Context: an optimization exercise on an open-source flow, tuned for small area, a short achievable clock period and few clock cycles per item. The choices shown serve that exercise and are no tape-out recipe.
RTL that was checked went through simulation tests only; none was proved equivalent to the original.
No activity file was given, so power comes from the tool's default toggle rates.

## lane 2
// iir_cascade_sched
module iir_cascade_sched
#(
    parameter int Nsec   = 4,
    parameter int Ndint  = 3,
    parameter int Ndfrac = 22,
    parameter int Ncint  = 4,
    parameter int Ncfrac = 14
) (
    input  logic                       clk,
    input  logic                       reset,
    input  logic                       dv_in,
    input  logic [Ndint+Ndfrac-1:0]    d_in,
    output logic                       dv_out,
    output logic [Ndint+Ndfrac-1:0]    d_out,
    output logic                       busy,
    input  logic                       flush,
    input  logic                       coef_we,
    input  logic [$clog2(Nsec)+2:0]    coef_addr,
    input  logic [Ncint+Ncfrac-1:0]    coef_data,
    output logic                       ovr,
    output logic                       coef_err,
    input  logic                       err_clr
);
For scale: roughly 7,800 cells after synthesis, ~83 I/O pins, roughly 0.086 sq mm of cells after synthesis.
clock: 12.5 ns
lec_check: 0
cap_margin: 20
core_margin: 2
core_utilization: 46
cts_buf_list: sky130_fd_sc_hd__clkbuf_16
cts_cluster_diameter: 120
cts_cluster_size: 20
slew_margin: 20
synth_hierarchical: 1
standard.sh (not shown) runs the stock make flow with config.mk's settings and CLKGATE_MAP_FILE= SYNTH_SCRIPT=/design/flow/synth_recipe.tcl, a recipe that flattens the netlist after the stock synthesis.
==> flow/flow/run.sh <==
#!/bin/bash
set -euo pipefail
cd "$(dirname "${BASH_SOURCE[0]}")/.."
bash standard.sh SETUP_SLACK_MARGIN=6.5 finish > standard_flow.log 2>&1
Testbench counts of lane 2, summed over its fixed seeds: cycles 12,048, items 2,400.
Modified inputs, lane 5 compared to lane 2
Settings: CORE_UTILIZATION: 46 -> 40.
==> flow/flow/run.sh <==
#!/bin/bash
set -euo pipefail
cd "$(dirname "${BASH_SOURCE[0]}")/.."
bash standard.sh SETUP_SLACK_MARGIN=6.25 finish > standard_flow.log 2>&1
## What came out
- A start point of the critical path of ap_q[1] is what lane 5 shows, while ap_q[3] belongs to lane 2.
- The final reports for lane 5 and lane 2 show share of cells above drive strength 1 lower in the former.
- Summary of lane 5 over lane 2: portion of the clock cycle consumed by the worst path in the final layout +0.45 points, number of resized instances in the post-cts repair step lower.

---

## main
iir_cascade_sched, a different RTL version from the one above (not shown whole).
Size in the first run: ~7400 cells after synthesis, about 1000 flip-flops, roughly 83 I/O pins, ~0.085 mm^2 of cells after synthesis.
make LEC_CHECK=0 CAP_MARGIN=20 CORE_MARGIN=2 CORE_UTILIZATION=40 SETUP_SLACK_MARGIN=5 SLEW_MARGIN=20 SYNTH_HIERARCHICAL=1 finish   # period 12.5 ns
run.sh (not shown) runs the stock make flow with config.mk's settings and CLKGATE_MAP_FILE= SYNTH_SCRIPT=/design/flow/synth_recipe.tcl, a recipe that flattens the netlist after the stock synthesis.
Stock flow here: none of the scripts above is used.
main finished end to end and its layout was clean on timing, DRC and antenna.
What the feature branch does differently from main at the input level:
- SETUP_SLACK_MARGIN changed from 5 to 3
[summary]
Compared to main, the feature branch has sequential share of layout area 1.6 points higher. The setup slack number comes out lower for the feature branch vs main. The feature branch vs main — final wirelength dropped by a few percent. From main to the feature branch the numbers moved as follows: switching portion of total power -0.70 points; number of clock sinks seen by CTS saw little to no change; worst path arrival time now larger; global-route wire length before repair now smaller. Looking at destination of the critical timing path, the y1l_q[1]$_DFFE_PP_ result is from the feature branch; the y1l_q[13]$_DFFE_PP_ one comes from main.
No functional check of the RTL was part of any run of this note.

---

red:
Another version of the RTL of iir_cascade_sched (not shown whole).
For scale: ~83 I/O pins, roughly 100000 sq um of cells after synthesis.
## iir_cascade_sched
module iir_cascade_sched
#(
    parameter int Nsec   = 4,
    parameter int Ndint  = 3,
    parameter int Ndfrac = 22,
    parameter int Ncint  = 4,
    parameter int Ncfrac = 14
) (
    input  logic                       clk,
    input  logic                       reset,
    input  logic                       dv_in,
    input  logic [Ndint+Ndfrac-1:0]    d_in,
    output logic                       dv_out,
    output logic [Ndint+Ndfrac-1:0]    d_out,
    output logic                       busy,
    input  logic                       flush,
    input  logic                       coef_we,
    input  logic [$clog2(Nsec)+2:0]    coef_addr,
    input  logic [Ncint+Ncfrac-1:0]    coef_data,
    output logic                       ovr,
    output logic                       coef_err,
    input  logic                       err_clr
);
    localparam int DW = Ndint + Ndfrac;            
    localparam int CW = Ncint + Ncfrac;            
    localparam int SW = 45;                        
    localparam int ND = (CW + 1) / 2;              
    localparam logic [SW-1:0] INIT = (SW'(1) << (Ncfrac - 1)) | (SW'(1) << (Ncfrac + DW - 1));
    logic           busy_q, dv_q, ovr_q, cerr_q, dirty_q;
    logic [7:0]     t_q;         
    logic [4:0]     p_q;         
    logic [DW-1:0]  xin_q;
    logic [DW-1:0]  x1_q, x2_q;
    logic           vx1_q, vx2_q;
    logic [2:0][DW-1:0] y1l_q;   
    logic [DW-1:0]  y13_q;       
    logic [3:0][DW-1:0] y2_q;
    logic [3:0]     vy1_q, vy2_q;
    logic [3:0][4:0][CW-1:0] coef_q;
    logic [3:0][4:0]         cv_q;
    logic [3:0][SW-1:0] acc_q;
    logic [3:0]         pv_q;
    logic [3:0][ND-1:0] one_q, two_q, sg_q;
    logic       w_accept, w_wr, w_prep;
    logic [7:0] w_t_n;
    logic [4:0] w_p_n;
    assign w_accept = dv_in && !busy_q && !flush;
    assign w_wr     = coef_we && !busy_q && (coef_addr[2:0] < 3'd5);
    assign w_prep   = dirty_q || w_wr;
    always_comb begin
        w_t_n[0] = !flush && ((w_accept && !w_prep) || p_q[4]);
        for (int k = 1; k < 8; k++)
            w_t_n[k] = !flush && !(w_accept && w_prep) && t_q[k-1];
  ...
Settings: LEC_CHECK=0, CAP_MARGIN=20, CORE_MARGIN=2, CORE_UTILIZATION=40, SETUP_SLACK_MARGIN=5, SLEW_MARGIN=20, SYNTH_HIERARCHICAL=1; clock period 12.5 ns.
red closes out successfully: all stages finished, all timing, DRC and antenna checks passed.
Here is what was changed in the inputs of blue compared with red.
- CORE_UTILIZATION: 40 -> 55
Results
- Diff red -> blue: average vias per placed instance up 9.3%, multi-input gate share of the layout cell area up 0.55 points, power share of the combinational group flat, power in combinational cells up about 3%.
- blue vs red, launching element of the worst setup path: bsel_q[3] vs one_q[28]
- blue -> red: buffer levels on the longest clock path delta 0, exact match
- [compare] base=red new=blue: logic depth of the worst path, buffers included went down by 2; core utilization went up by 15 points.
- Post-layout minimum cycle time: blue higher than red
No functional check of the RTL was part of any run of this note.

==> port drivers added, routing unchanged <==
How much do the figures lean on ideal ports? The routed layouts below were timed once more, with nothing changed but the port constraints. Step 1 sets driving cells, clkbuf_16 on the clock port and buf_2 on the other inputs (assumed; they add their load-dependent delay and slew). Step 2 moves the port delays by t, midway between the first and last clock arrival at a register: inputs arrive t later, outputs are due t later. That takes back most of the time a late clock gives input paths. a / b / c = ideal ports / drivers / drivers and shift; a / b = the first two.
run | t, ns | slack for setup (ns) | worst hold slack (ns) | slew at the worst register clock pin (ns)
lane 2 | 0.782 | 6.337 / 6.337 / 6.337 | 0.457 / 0.457 / 0.457 | 0.10 / 0.10
lane 5 | 0.800 | 6.280 / 6.280 / 6.280 | 0.434 / 0.434 / 0.434 | 0.10 / 0.10
main | 0.834 | 4.898 / 4.898 / 4.898 | 0.448 / 0.448 / 0.448 | 0.07 / 0.07
the feature branch | 0.835 | 3.874 / 3.874 / 3.874 | 0.447 / 0.447 / 0.447 | 0.07 / 0.07
red | 0.863 | 5.605 / 5.605 / 5.605 | 0.376 / 0.376 / 0.376 | 0.08 / 0.08
blue | 0.862 | 5.378 / 5.378 / 5.378 | 0.388 / 0.388 / 0.388 | 0.07 / 0.07
After both steps every run listed still meets setup and hold.
